What follows belongs to an exercise in optimizing a design on an open flow for small area; a production flow would make more cautious choices.
Where RTL was checked, it was by simulation tests only, not by an equivalence proof against the original.
Power figures rest on the tool's default switching activity, not on a simulated workload.

==> module multi_tone_generator, before the edit <==
module multi_tone_generator #(
    parameter int CLK_HZ   = 125000000,
    parameter int CHANNELS = 4,
    parameter int NUM_W    = 40,
    parameter int CNT_W    = 32,
    parameter int MAX_FREQ = 999999,
    localparam int CH_W    = (CHANNELS > 1) ? $clog2(CHANNELS) : 1
) (
    input  logic                clk,
    input  logic                rst,
    input  logic                cfg_valid,
    output logic                cfg_ready,
    input  logic [CH_W-1:0]     cfg_chan,
    input  logic [31:0]         cfg_freq,
    input  logic [7:0]          cfg_duty,
    output logic                cfg_err,
    input  logic [CHANNELS-1:0] chan_en,
    output logic [CHANNELS-1:0] wave_out,
    output logic [CHANNELS-1:0] period_strb
);
    localparam logic [63:0] NUMER64 = 64'(CLK_HZ) * 64'd100;
    localparam logic [33:0] NUMER   = NUMER64[33:0];
    logic [5:0]  step;
    logic [1:0]  chan_r;
    logic [7:0]  duty_r;
    logic [19:0] nf_r;      
    logic [19:0] rem_r;
    logic [31:0] nq_r;      
    logic        zf_r, zd_r, seen_r;
    logic        accept, commit, div_ph, div_last, mul_ph, bad, fzero;
    logic        nbit, ge, ebit;
    logic [20:0] sh, df;
    logic [31:0] acc, mul_out;
    assign cfg_ready = (step == 6'd0);
    assign accept    = cfg_ready && cfg_valid;
    assign commit    = (step == 6'd1);
    assign div_ph    = (step >= 6'd9);
    assign div_last  = (step == 6'd9);
    assign mul_ph    = !cfg_ready && !div_ph;
    assign bad       = (|cfg_freq[31:20]) || (cfg_freq[19:0] > 20'(MAX_FREQ));
    assign fzero     = ~|cfg_freq;
    assign nbit = NUMER[step - 6'd9];
    assign sh   = {rem_r, nbit};
    always_comb begin
        logic c;
        c = 1'b1;
        for (int i = 0; i < 21; i++) begin
            logic b;
            b     = (i < 20) ? nf_r[i] : 1'b1;
            df[i] = sh[i] ^ b ^ c;
            c     = (sh[i] & b) | (sh[i] & c) | (b & c);
        end
        ge = c;
    end
    assign ebit = duty_r[0] ^ seen_r;
    assign acc = {nf_r[11:0], rem_r};
    always_comb begin
        logic c;
        logic [31:0] s;
        c = 1'b0;
        for (int i = 0; i < 32; i++) begin
            logic b;
            b    = ebit & ~nq_r[i];
            s[i] = acc[i] ^ b ^ c;
            c    = (acc[i] & b) | (acc[i] & c) | (b & c);
        end
        mul_out = {c | zd_r, s[31:1]};
    end
    always_ff @(posedge clk) begin
        if (rst) begin
            step    <= 6'd0;
            cfg_err <= 1'b0;
        end else begin
            cfg_err <= accept && bad;
            if (accept) begin
                if (bad)        step <= 6'd0;
                else if (fzero) step <= 6'd1;
                else            step <= 6'd42;
            end else if (!cfg_ready) begin
                step <= step - 6'd1;
            end
        end
    end
    always_ff @(posedge clk) begin
        if (accept) begin
            chan_r <= cfg_chan;
            duty_r <= cfg_duty;
            zd_r   <= ~|cfg_duty;
            nf_r   <= ~cfg_freq[19:0];
            rem_r  <= 20'd0;
            zf_r   <= fzero;
        end else if (div_ph) begin
            nq_r <= {nq_r[30:0], ~ge};
            if (div_last) begin
                rem_r  <= {{12{zd_r}}, 8'hff};
                nf_r   <= {20{zd_r}};
                seen_r <= 1'b0;
            end else begin
                rem_r <= ge ? df[19:0] : sh[19:0];
            end
        end else if (mul_ph) begin
            duty_r              <= {1'b0, duty_r[7:1]};
            seen_r              <= seen_r | duty_r[0];
            {nf_r[11:0], rem_r} <= mul_out;
        end
    end
    for (genvar i = 0; i < CHANNELS; i++) begin : g_chan
        logic [31:0] act_np, act_lo, pend_np, pend_lo, cnt;
        logic [31:0] cur, inc;
        logic        act_nz, pend_nz, pend_vld, first;
        logic        run, wrap, load, clr, commit_here, hit, high;
        always_comb begin
            logic c;
            cur = first ? act_np : cnt;
            c   = 1'b1;
            for (int k = 0; k < 32; k++) begin
                inc[k] = cur[k] ^ c;
                c      = cur[k] & c;
            end
            hit = (&cur[31:1]) & ~cur[0];
            c   = 1'b1;
            for (int k = 0; k < 32; k++)
                c = (cur[k] & act_lo[k]) | (cur[k] & c) | (act_lo[k] & c);
            high = ~c;
        end
        assign run         = chan_en[i] && act_nz;
        assign wrap        = run && hit;
        assign load        = pend_vld && (wrap || !run);
        assign clr         = rst || !run || wrap;
        assign commit_here = commit && (chan_r == i);
        always_ff @(posedge clk) begin
            cnt   <= inc;
            first <= clr;
            if (load) begin
                act_np <= pend_np;
                act_lo <= pend_lo;
            end
            if (commit_here) begin
                pend_np <= nq_r;
                pend_lo <= mul_out;
                pend_nz <= !zf_r;
            end
            if (rst) begin
                act_nz   <= 1'b0;
                pend_vld <= 1'b0;
            end else begin
                if (load)        act_nz   <= pend_nz;
                if (commit_here) pend_vld <= 1'b1;
                else if (load)   pend_vld <= 1'b0;
            end
        end
        assign wave_out[i]    = run && high;
        assign period_strb[i] = run && first;
    end
endmodule
==> flow/config.mk <==
export PLATFORM = sky130hd
export DESIGN_NAME = multi_tone_generator
export DESIGN_NICKNAME = multi_tone_generator
export VERILOG_FILES = /design/flow/design.v
export SDC_FILE = /design/flow/constraint.sdc
export NUM_CORES = 4
export LEC_CHECK = 0
export CAP_MARGIN = 20
export CORE_MARGIN = 2
export CORE_UTILIZATION = 40
export CTS_BUF_LIST = sky130_fd_sc_hd__clkbuf_8
export CTS_CLUSTER_SIZE = 20
export SLEW_MARGIN = 20
==> flow/constraint.sdc <==
create_clock -name core_clock -period 8.0 [get_ports {clk}]
set_input_delay 1.6000 -clock core_clock [delete_from_list [all_inputs] [get_ports {clk}]]
set_output_delay 1.6000 -clock core_clock [all_outputs]
set_load 0.01 [all_outputs]
run.sh (not shown) runs the stock make flow with config.mk's settings and CLKGATE_MAP_FILE= SYNTH_SCRIPT=/design/flow/synth_recipe.tcl, a recipe that flattens the netlist after the stock synthesis.
The baseline produced a layout that fails on setup timing.
Then changed:
--- a/flow/design.v
+++ b/flow/design.v
@@ -40,33 +40,62 @@
     assign bad       = (|cfg_freq[31:20]) || (cfg_freq[19:0] > 20'(MAX_FREQ));
     assign fzero     = ~|cfg_freq;
     assign nbit = NUMER[step - 6'd9];
     assign sh   = {rem_r, nbit};
     always_comb begin
-        logic c;
+        logic c, c0, c1;
+        logic [20:0] b;
+        logic [20:11] s0, s1;
+        b = {1'b1, nf_r};
         c = 1'b1;
-        for (int i = 0; i < 21; i++) begin
-            logic b;
-            b     = (i < 20) ? nf_r[i] : 1'b1;
-            df[i] = sh[i] ^ b ^ c;
-            c     = (sh[i] & b) | (sh[i] & c) | (b & c);
+        for (int i = 0; i < 11; i++) begin
+            df[i] = sh[i] ^ b[i] ^ c;
+            c     = (sh[i] & b[i]) | (sh[i] & c) | (b[i] & c);
         end
-        ge = c;
+        c0 = 1'b0;
+        c1 = 1'b1;
+        for (int i = 11; i < 21; i++) begin
+            s0[i] = sh[i] ^ b[i] ^ c0;
+            c0    = (sh[i] & b[i]) | (sh[i] & c0) | (b[i] & c0);
+            s1[i] = sh[i] ^ b[i] ^ c1;
+            c1    = (sh[i] & b[i]) | (sh[i] & c1) | (b[i] & c1);
+        end
+        df[20:11] = c ? s1 : s0;
+        ge        = c ? c1 : c0;
     end
     assign ebit = duty_r[0] ^ seen_r;
     assign acc = {nf_r[11:0], rem_r};
     always_comb begin
-        logic c;
-        logic [31:0] s;
+        logic c, c0, c1;
+        logic [31:0] b, s, s0, s1;
+        for (int i = 0; i < 32; i++) b[i] = ebit & ~nq_r[i];
         c = 1'b0;
-        for (int i = 0; i < 32; i++) begin
-            logic b;
-            b    = ebit & ~nq_r[i];
-            s[i] = acc[i] ^ b ^ c;
-            c    = (acc[i] & b) | (acc[i] & c) | (b & c);
+        for (int i = 0; i < 11; i++) begin
+            s[i] = acc[i] ^ b[i] ^ c;
+            c    = (acc[i] & b[i]) | (acc[i] & c) | (b[i] & c);
         end
-        mul_out = {c | zd_r, s[31:1]};
+        c0 = 1'b0;
+        c1 = 1'b1;
+        for (int i = 11; i < 22; i++) begin
+            s0[i] = acc[i] ^ b[i] ^ c0;
+            c0    = (acc[i] & b[i]) | (acc[i] & c0) | (b[i] & c0);
+            s1[i] = acc[i] ^ b[i] ^ c1;
+            c1    = (acc[i] & b[i]) | (acc[i] & c1) | (b[i] & c1);
+        end
+        s[21:11] = c ? s1[21:11] : s0[21:11];
+        c        = c ? c1 : c0;
+        c0 = 1'b0;
+        c1 = 1'b1;
+        for (int i = 22; i < 32; i++) begin
+            s0[i] = acc[i] ^ b[i] ^ c0;
+            c0    = (acc[i] & b[i]) | (acc[i] & c0) | (b[i] & c0);
+            s1[i] = acc[i] ^ b[i] ^ c1;
+            c1    = (acc[i] & b[i]) | (acc[i] & c1) | (b[i] & c1);
+        end
+        s[31:22] = c ? s1[31:22] : s0[31:22];
+        c        = c ? c1 : c0;
+        mul_out  = {c | zd_r, s[31:1]};
     end
     always_ff @(posedge clk) begin
         if (rst) begin
             step    <= 6'd0;
             cfg_err <= 1'b0;
After rerunning: The changed run finished with setup timing left; worst setup slack improves by 3900 ps; utilization drops by 0.72 points; clock power fell by a few percent; power increases by a few percent; wire length came out higher by a few percent; synthesized cell count goes up by a few percent; global-route usage came out higher by 0.15 points; hold slack loses 25 ps; critical path depth decreases by 11; sequential share of layout area came out lower by 0.21 points; register-to-register slack gets better by 3900 ps; area after synthesis came out higher slightly; sequential power grows by a few percent; design area rose slightly.
No functional check of the RTL was part of any run of this note.

========
run a:
Another version of the RTL of multi_tone_generator (not shown whole).
Size in the first run: ~660 flip-flops, about 59 I/O pins, roughly 25000 um2 of cells after synthesis.
==> module multi_tone_generator, before the edit <==
module multi_tone_generator #(
    parameter int CLK_HZ   = 125000000,
    parameter int CHANNELS = 4,
    parameter int NUM_W    = 40,
    parameter int CNT_W    = 32,
    parameter int MAX_FREQ = 999999,
    localparam int CH_W    = (CHANNELS > 1) ? $clog2(CHANNELS) : 1
) (
    input  logic                clk,
    input  logic                rst,
    input  logic                cfg_valid,
    output logic                cfg_ready,
    input  logic [CH_W-1:0]     cfg_chan,
    input  logic [31:0]         cfg_freq,
    input  logic [7:0]          cfg_duty,
    output logic                cfg_err,
    input  logic [CHANNELS-1:0] chan_en,
    output logic [CHANNELS-1:0] wave_out,
    output logic [CHANNELS-1:0] period_strb
);
    localparam logic [63:0] NUMER64 = 64'(CLK_HZ) * 64'd100;
    localparam logic [33:0] NUMER   = NUMER64[33:0];
    localparam logic [63:0] NBIT_AT = {28'd0, NUMER, 2'd0};
    logic [5:0]  step;
    logic [1:0]  chan_r;
    logic [7:0]  duty_r;
    logic [19:0] nf_r;      
    logic [19:0] rem_r;
    logic [31:0] nq_r;      
    logic [38:0] acc_r;
    logic        zf_r;
    logic        accept, commit, div_ph, acc_ph, bad, fzero;
    logic        nbit, ge, q;
    logic [20:0] sh, df;
    logic [8:0]  addend, lsum;
    logic [39:0] acc_nx;
    assign cfg_ready = (step == 6'd0);
    assign accept    = cfg_ready && cfg_valid;
    assign commit    = (step == 6'd1);
    assign div_ph    = (step <= 6'd35) && (step >= 6'd2);
    assign acc_ph    = (step <= 6'd32) && (step != 6'd0);
    assign bad       = (|cfg_freq[31:20]) || (cfg_freq[19:0] > 20'(MAX_FREQ));
    assign fzero     = ~|cfg_freq;
    assign nbit = NBIT_AT[step];
    assign sh   = {rem_r, nbit};
    always_comb begin
        logic c, c0, c1;
        logic [20:0] b;
        logic [20:11] s0, s1;
        b = {1'b1, nf_r};
        c = 1'b1;
        for (int i = 0; i < 11; i++) begin
            df[i] = sh[i] ^ b[i] ^ c;
            c     = (sh[i] & b[i]) | (sh[i] & c) | (b[i] & c);
        end
        c0 = 1'b0;
        c1 = 1'b1;
        for (int i = 11; i < 21; i++) begin
            s0[i] = sh[i] ^ b[i] ^ c0;
            c0    = (sh[i] & b[i]) | (sh[i] & c0) | (b[i] & c0);
            s1[i] = sh[i] ^ b[i] ^ c1;
            c1    = (sh[i] & b[i]) | (sh[i] & c1) | (b[i] & c1);
        end
        df[20:11] = c ? s1 : s0;
        ge        = c ? c1 : c0;
    end
    assign q = ~nq_r[0] & acc_ph;
    always_comb begin
        logic [7:0] negd;
        logic       c, seen;
        seen = 1'b0;
        for (int i = 0; i < 8; i++) begin
            negd[i] = duty_r[i] ^ seen;
            seen    = seen | duty_r[i];
        end
        if (commit) addend = q ? {1'b1, ~duty_r} : 9'h0ff;
        else        addend = q ? {~seen, negd} : 9'h000;
        c = 1'b0;
        for (int i = 0; i < 9; i++) begin
            logic a;
            a       = (i == 0) ? 1'b0 : acc_r[i-1];
            lsum[i] = a ^ addend[i] ^ c;
            c       = (a & addend[i]) | (a & c) | (addend[i] & c);
        end
        for (int i = 9; i < 40; i++) begin
            acc_nx[i] = acc_r[i-1] ^ c;
            c         = acc_r[i-1] & c;
        end
        acc_nx[8:0] = lsum;
    end
    always_ff @(posedge clk) begin
        if (rst) begin
            step    <= 6'd0;
            cfg_err <= 1'b0;
        end else begin
            cfg_err <= accept && bad;
            if (accept) begin
                if (bad)        step <= 6'd0;
                else if (fzero) step <= 6'd1;
                else            step <= 6'd42;
            end else if (!cfg_ready) begin
                step <= step - 6'd1;
            end
        end
    end
    always_ff @(posedge clk) begin
        nq_r  <= {nq_r[30:0], ~ge};
        rem_r <= div_ph ? (ge ? df[19:0] : sh[19:0]) : 20'd0;
        acc_r <= acc_nx[38:0];
        if (accept) begin
            chan_r <= cfg_chan;
            duty_r <= cfg_duty;
            nf_r   <= ~cfg_freq[19:0];
            zf_r   <= fzero;
        end
    end
    for (genvar i = 0; i < CHANNELS; i++) begin : g_chan
        logic [31:0] pend_np, pend_lo, act_lo, cnt;
        logic [31:0] inc;
        logic        act_nz, pend_nz, pend_vld, first;
        logic        run, wrap, load, clr, commit_here, hit, high;
        always_comb begin
            logic c;
            c = 1'b1;
            for (int k = 0; k < 32; k++) begin
                inc[k] = cnt[k] ^ c;
                c      = cnt[k] & c;
            end
            hit = (&cnt[31:1]) & ~cnt[0];
            c   = 1'b1;
            for (int k = 0; k < 32; k++)
                c = (cnt[k] & act_lo[k]) | (cnt[k] & c) | (act_lo[k] & c);
            high = ~c;
        end
        assign run         = chan_en[i] && act_nz;
        assign wrap        = run && hit;
        assign load        = pend_vld && (wrap || !run);
        assign clr         = rst || !run || wrap;
        assign commit_here = commit && (chan_r == i);
        always_ff @(posedge clk) begin
            cnt   <= clr ? pend_np : inc;
            first <= clr;
            if (load) act_lo <= pend_lo;
            if (commit_here) begin
                pend_np <= nq_r;
                pend_lo <= acc_nx[39:8];
                pend_nz <= !zf_r;
            end
            if (rst) begin
                act_nz   <= 1'b0;
                pend_vld <= 1'b0;
            end else begin
                if (load)        act_nz   <= pend_nz;
                if (commit_here) pend_vld <= 1'b1;
                else if (load)   pend_vld <= 1'b0;
            end
        end
        assign wave_out[i]    = run && high;
        assign period_strb[i] = run && first;
    end
endmodule
Settings: LEC_CHECK=0, CAP_MARGIN=20, CORE_MARGIN=2, CORE_UTILIZATION=80, CTS_BUF_LIST=sky130_fd_sc_hd__clkbuf_8, CTS_CLUSTER_DIAMETER=100, CTS_CLUSTER_SIZE=18, SLEW_MARGIN=20; clock period 8.0 ns.
Although run a finished all stages, its layout failed final checks on negative setup slack.
Input-level comparison between run b and run a:
diff --git a/flow/design.v b/flow/design.v
--- a/flow/design.v
+++ b/flow/design.v
@@ -82,9 +82,19 @@
             lsum[i] = a ^ addend[i] ^ c;
             c       = (a & addend[i]) | (a & c) | (addend[i] & c);
         end
-        for (int i = 9; i < 40; i++) begin
-            acc_nx[i] = acc_r[i-1] ^ c;
-            c         = acc_r[i-1] & c;
+        begin
+            logic cb, pb;
+            cb = c;
+            for (int blk = 0; blk < 4; blk++) begin
+                c  = cb;
+                pb = 1'b1;
+                for (int i = 9 + 8 * blk; i < 17 + 8 * blk && i < 40; i++) begin
+                    acc_nx[i] = acc_r[i-1] ^ c;
+                    c         = acc_r[i-1] & c;
+                    pb        = pb & acc_r[i-1];
+                end
+                cb = cb & pb;
+            end
         end
         acc_nx[8:0] = lsum;
     end
Notes after the runs:
Run b went all the way through synthesis, placement and routing and the layout is clean on timing, DRC and antenna.
Compare run b and run a | global routing usage summed across all routing layers lower: run b
Going from run a to run b, the detailed-routed wire length on met2 was found to have gone down by 6.9%.
Post-route minimum period: run b better than run a
Core utilization: run b lower than run a
Cell with the largest stage delay on the worst path: sky130_fd_sc_hd__o311a_4 -> run b, sky130_fd_sc_hd__fa_2 -> run a
Summary of run b over run a: proportion of cell area spent on the clock network stayed essentially flat; synthesized cell count rose by 0.88%.
Against run a, the final cell area of run b is lower.
Final instance count without filler cells, run b and run a: larger value in run a
Post-synthesis instance area delta (run a -> run b): insignificant
Per the comparison of run b with run a, number of buffers and inverters on the critical path now sits lower; die extent in y shows no meaningful change.

[separate check: timing with driven ports]
In the flow no input, the clock included, has a driving cell. The finished layouts below were timed again as built, in two steps. Step 1 sets driving cells, clkbuf_16 on the clock port and buf_2 on the other inputs (assumed; they add their load-dependent delay and slew). Step 2, shift: input delay + t, output delay - t, t = (earliest + latest rising clock arrival at the registers) / 2. This alone moves slack from input paths to output paths. Slacks: ideal ports / drivers / drivers and shift; pairs: ideal ports / drivers.
run	t (ns)	setup WS [ns]	slew at the worst register clock pin (ns)
the first run of note 1	0.772	-4.172 / -4.172 / -4.172	0.07 / 0.07
the second run of note 1	0.770	-0.252 / -0.252 / -0.252	0.07 / 0.07
run a	0.643	-0.516 / -0.516 / -0.516	0.12 / 0.12
run b	0.635	0.431 / 0.431 / 0.431	0.11 / 0.11
